Context: an optimization exercise on an open-source flow, tuned for small area. The choices shown serve that exercise and are no tape-out recipe. Where RTL was checked, it was by simulation tests only, not by an equivalence proof against the original. Power figures rest on the tool's default switching activity, not on a simulated workload.

// vehicle_safety_interlock_unit
module vehicle_safety_interlock_unit (
    input  logic        clk,
    input  logic        rst_n,
    input  logic        s_tvalid,
    output logic        s_tready,
    input  logic [55:0] s_tdata,
    input  logic [2:0]  s_tuser,
    output logic        m_tvalid,
    input  logic        m_tready,
    output logic [79:0] m_tdata,
    input  logic        cfg_valid,
    output logic        cfg_ready,
    input  logic [2:0]  cfg_addr,
    input  logic [15:0] cfg_data
);
    function automatic logic gt16(input logic [15:0] a, input logic [15:0] b);
        logic g;
        g = 1'b0;
        for (int i = 0; i < 16; i++)
            g = (a[i] & ~b[i]) | (a[i] & g) | (~b[i] & g);
        gt16 = g;
    endfunction
    function automatic logic ge16(input logic [15:0] a, input logic [15:0] b);
        logic g;
        g = 1'b1;
        for (int i = 0; i < 16; i++)
            g = (a[i] & ~b[i]) | (a[i] & g) | (~b[i] & g);
        ge16 = g;
    endfunction
    function automatic logic [15:0] inc16(input logic [15:0] a, input logic cin);
        logic [15:0] s;
        logic        c, pb, pall;
        c    = cin;
        pb   = 1'b1;
        pall = 1'b1;
        for (int i = 0; i < 16; i++) begin
            if (i % 8 == 0 && i > 0) begin
                pall = pall & pb;
                pb   = 1'b1;
                c    = cin & pall;
            end
            s[i] = a[i] ^ c;
            c    = a[i] & c;
  ...
Settings: LEC_CHECK=0, CAP_MARGIN=20, CORE_MARGIN=2, CORE_UTILIZATION=40, PLACE_DENSITY=0.6, SLEW_MARGIN=20; clock period 7.0 ns.
standard.sh (not shown) runs the stock make flow with config.mk's settings and CLKGATE_MAP_FILE= SYNTH_SCRIPT=/design/flow/synth_recipe.tcl, a recipe that flattens the netlist after the stock synthesis.
==> flow/flow/run.sh <==
#!/bin/bash
# Standard ORFS layout (standard.sh: the standard flow's synthesis and ORFS steps) with
# two changes: ports are buffered with the smallest buffer (buf_1), and CTS
# adds no dummy loads and builds the tree from small clock buffers.
set -o pipefail
export BUFFER_PORTS_ARGS="-buffer_cell sky130_fd_sc_hd__buf_1"
export CTS_ARGS="-sink_clustering_enable -repair_clock_nets -dont_use_dummy_load -buf_list {sky130_fd_sc_hd__clkbuf_4 sky130_fd_sc_hd__clkbuf_8}"
bash standard.sh > standard.log 2>&1
Change:
--- a/flow/flow/run.sh
+++ b/flow/flow/run.sh
@@ -7 +7 @@
-export CTS_ARGS="-sink_clustering_enable -repair_clock_nets -dont_use_dummy_load -buf_list {sky130_fd_sc_hd__clkbuf_4 sky130_fd_sc_hd__clkbuf_8}"
+export CTS_ARGS="-sink_clustering_enable -repair_clock_nets -dont_use_dummy_load -buf_list {sky130_fd_sc_hd__clkbuf_16} -sink_clustering_size 24 -sink_clustering_max_diameter 60"
Effect: Routed wire length fell slightly. Global-route usage fell by 0.14 points. Worst setup slack degrades by 0.024 ns. Power is higher by a few percent. Via count came out lower slightly. Design area goes up slightly. Final cell count shrinks slightly. Maximum frequency goes down slightly. Sequential power barely changes. Count of clock-buffer cells in the layout drops by 21.
Function was not checked in any run of this note: the RTL went through the layout flow alone.

========
Another version of the RTL of vehicle_safety_interlock_unit (not shown whole).
Size in the first run: about 1200 cells after synthesis, ~14000 um2 of cells after synthesis.
clock: 7.0 ns
lec_check: 0
cap_margin: 0
core_margin: 2
core_utilization: 60
place_density: 0.8
slew_margin: 0
==> flow/flow/run.sh <==
#!/bin/bash
# Standard ORFS layout (standard.sh: the standard flow's synthesis and ORFS steps) with
# two changes: ports are buffered with the smallest buffer (buf_1), and CTS
# adds no dummy loads and builds the tree from small clock buffers.
set -o pipefail
export BUFFER_PORTS_ARGS="-buffer_cell sky130_fd_sc_hd__buf_1"
export CTS_ARGS="-sink_clustering_enable -repair_clock_nets -dont_use_dummy_load -buf_list {sky130_fd_sc_hd__clkbuf_4 sky130_fd_sc_hd__clkbuf_8} -root_buf sky130_fd_sc_hd__clkbuf_8 -sink_clustering_buffer sky130_fd_sc_hd__clkbuf_4 -sink_clustering_size 12 -sink_clustering_max_diameter 45"
bash standard.sh > standard.log 2>&1
The baseline finished with timing, DRC and antenna clean.
Change:
==> flow/flow/run.sh (replaced) <==
#!/bin/bash
# Standard ORFS layout (standard.sh: the standard flow's synthesis and ORFS steps) with
# two changes: ports are buffered with the smallest buffer (buf_1), and CTS
# adds no dummy loads and builds the tree from small clock buffers.
set -o pipefail
export BUFFER_PORTS_ARGS="-buffer_cell sky130_fd_sc_hd__buf_1"
export CTS_ARGS="-sink_clustering_enable -repair_clock_nets -dont_use_dummy_load -buf_list {sky130_fd_sc_hd__clkbuf_4} -sink_clustering_size 10 -sink_clustering_max_diameter 40"
bash standard.sh > standard.log 2>&1
- CAP_MARGIN: 0 -> 20
- SLEW_MARGIN: 0 -> 20
The new run passed the timing, DRC and antenna checks.
Setup slack gets worse by 0.021 ns.
Wire length is about the same.
Core utilization went up by 0.26 points.
Clock skew went down by 0.0081 ns.
Via count climbs by about 0.9%.
Final cell count went up by about 0.5%.

========
vehicle_safety_interlock_unit, a different RTL version from the one above (not shown whole).
Size in the first run: roughly 1300 cells after synthesis, roughly 320 flip-flops, about 170 I/O pins, ~16000 sq um of cells after synthesis.
==> flow/config.mk <==
export PLATFORM = sky130hd
export DESIGN_NAME = vehicle_safety_interlock_unit
export DESIGN_NICKNAME = vehicle_safety_interlock_unit
export VERILOG_FILES = /design/flow/design.v
export SDC_FILE = /design/flow/constraint.sdc
export NUM_CORES = 4
export LEC_CHECK = 0
export CAP_MARGIN = 20
export CORE_MARGIN = 2
export CORE_UTILIZATION = 40
export PLACE_DENSITY = 0.6
export SLEW_MARGIN = 20
==> flow/constraint.sdc <==
create_clock -name core_clock -period 7.0 [get_ports {clk}]
set_input_delay 1.4000 -clock core_clock [delete_from_list [all_inputs] [get_ports {clk}]]
set_output_delay 1.4000 -clock core_clock [all_outputs]
set_load 0.01 [all_outputs]
==> flow/flow/run.sh <==
#!/bin/bash
# Standard ORFS layout with two changes: ports are buffered with the
# smallest buffer (buf_1) and CTS does not add dummy loads.
set -o pipefail
cp standard.sh standard.sh.copy
export BUFFER_PORTS_ARGS="-buffer_cell sky130_fd_sc_hd__buf_1"
export CTS_ARGS="-sink_clustering_enable -repair_clock_nets -dont_use_dummy_load"
bash standard.sh > standard.log 2>&1
The baseline finished but failed the layout checks on setup timing.
Change:
==> flow/run.sh (new file) <==
#!/bin/bash
# synth_recipe.tcl (not shown) runs the flow's synth.tcl, then flattens the netlist and writes it again
# the make line also repeats each setting of config.mk as NAME=value (left out here)
make -C /OpenROAD-flow-scripts/flow DESIGN_CONFIG=/design/flow/config.mk WORK_HOME=/design/flow/orfs CLKGATE_MAP_FILE= SYNTH_SCRIPT=/design/flow/synth_recipe.tcl finish
removed: flow/flow/run.sh
removed: flow/standard.sh
What happened:
- The new run produced a layout that fails on setup timing
- via count goes down by 0.60%
- non-clock buffer count came out lower by 10
- setup slack gains 0.13 ns
- die area does not change
- global-route usage came out higher by 0.28 points
- critical path depth rose by 1
- hold slack loses 0.0072 ns
- count of clock-buffer cells in the layout went up by 21
- routed wire length increases by 1.1%

========
RTL: one of the versions met above, not the one the previous note started from.
Size: ~320 flip-flops, about 170 I/O pins, roughly 14,000 um2 of cells after synthesis.
==> flow/config.mk <==
export PLATFORM = sky130hd
export DESIGN_NAME = vehicle_safety_interlock_unit
export DESIGN_NICKNAME = vehicle_safety_interlock_unit
export VERILOG_FILES = /design/flow/design.v
export SDC_FILE = /design/flow/constraint.sdc
export NUM_CORES = 4
export LEC_CHECK = 0
export CAP_MARGIN = 0
export CORE_MARGIN = 2
export CORE_UTILIZATION = 60
export GPL_TIMING_DRIVEN = 0
export PLACE_DENSITY = 0.8
export SLEW_MARGIN = 0
==> flow/constraint.sdc <==
create_clock -name core_clock -period 7.0 [get_ports {clk}]
set_input_delay 1.4000 -clock core_clock [delete_from_list [all_inputs] [get_ports {clk}]]
set_output_delay 1.4000 -clock core_clock [all_outputs]
set_load 0.01 [all_outputs]
==> flow/flow/run.sh <==
#!/bin/bash
# Standard ORFS layout (standard.sh: the standard flow's synthesis and ORFS steps) with
# two changes: ports are buffered with the smallest buffer (buf_1), and CTS
# adds no dummy loads and builds the tree from small clock buffers.
set -o pipefail
export BUFFER_PORTS_ARGS="-buffer_cell sky130_fd_sc_hd__buf_1"
export CTS_ARGS="-sink_clustering_enable -repair_clock_nets -dont_use_dummy_load -buf_list {sky130_fd_sc_hd__clkbuf_4} -sink_clustering_size 10 -sink_clustering_max_diameter 40"
bash standard.sh > standard.log 2>&1
Then changed:
CAP_MARGIN = 20   (was 0)
CORE_UTILIZATION = 70   (was 60)
GPL_TIMING_DRIVEN = unset   (was 0)
PLACE_DENSITY = 0.85   (was 0.8)
SLEW_MARGIN = 20   (was 0)
- hold slack is better by 0.021 ns
- register-to-register slack is worse by 0.27 ns
- final area fell by 1.7%
- routed wire length fell by 4.1%
- synthesized area stays the same
- die area fell by about 14%
- setup slack is worse by 0.27 ns
- core utilization rose by 9.7 points
- synthesized cell count does not change
- maximum frequency fell by about 6%
- clock-buffer cell count fell by 2

==> static timing again, ports no longer ideal <==
In the flow no input, the clock included, has a driving cell. The finished layouts below were timed again as built, in two steps. Step 1: set_driving_cell puts a clkbuf_16 on clk and a buf_2 on each other input, an assumption about the parent block. Step 2, shift: input delay + t, output delay - t, t = (earliest + latest rising clock arrival at the registers) / 2. This alone moves slack from input paths to output paths. a / b / c = ideal ports / drivers / drivers and shift; a / b = the first two.
run	shift t [ns]	setup slack, ns	hold slack, ns	worst setup path after step 2
the first run of note 1	0.657	1.520 / 1.520 / 1.520	0.475 / 0.475 / 0.475	register to register
the second run of note 1	0.571	1.496 / 1.496 / 1.496	0.464 / 0.464 / 0.464	register to register
the first run of note 2	0.570	2.350 / 2.350 / 2.350	0.476 / 0.476 / 0.476	register to register
the second run of note 2	0.674	2.329 / 2.329 / 2.329	0.471 / 0.471 / 0.471	register to register
the first run of note 3	0.586	-0.335 / -0.335 / -0.335	0.468 / 0.468 / 0.468	register to register
the second run of note 3	0.595	-0.203 / -0.203 / -0.580	0.461 / 0.461 / 0.461	input to register
the first run of note 4	0.687	2.608 / 2.608 / 2.440	0.473 / 0.473 / 0.473	input to register
the second run of note 4	0.655	2.342 / 2.342 / 2.342	0.494 / 0.494 / 0.494	register to register
For the second run of note 3, which loses most, drivers alone change the setup slack by 0.000 ns; drivers and shift together by -0.377 ns.
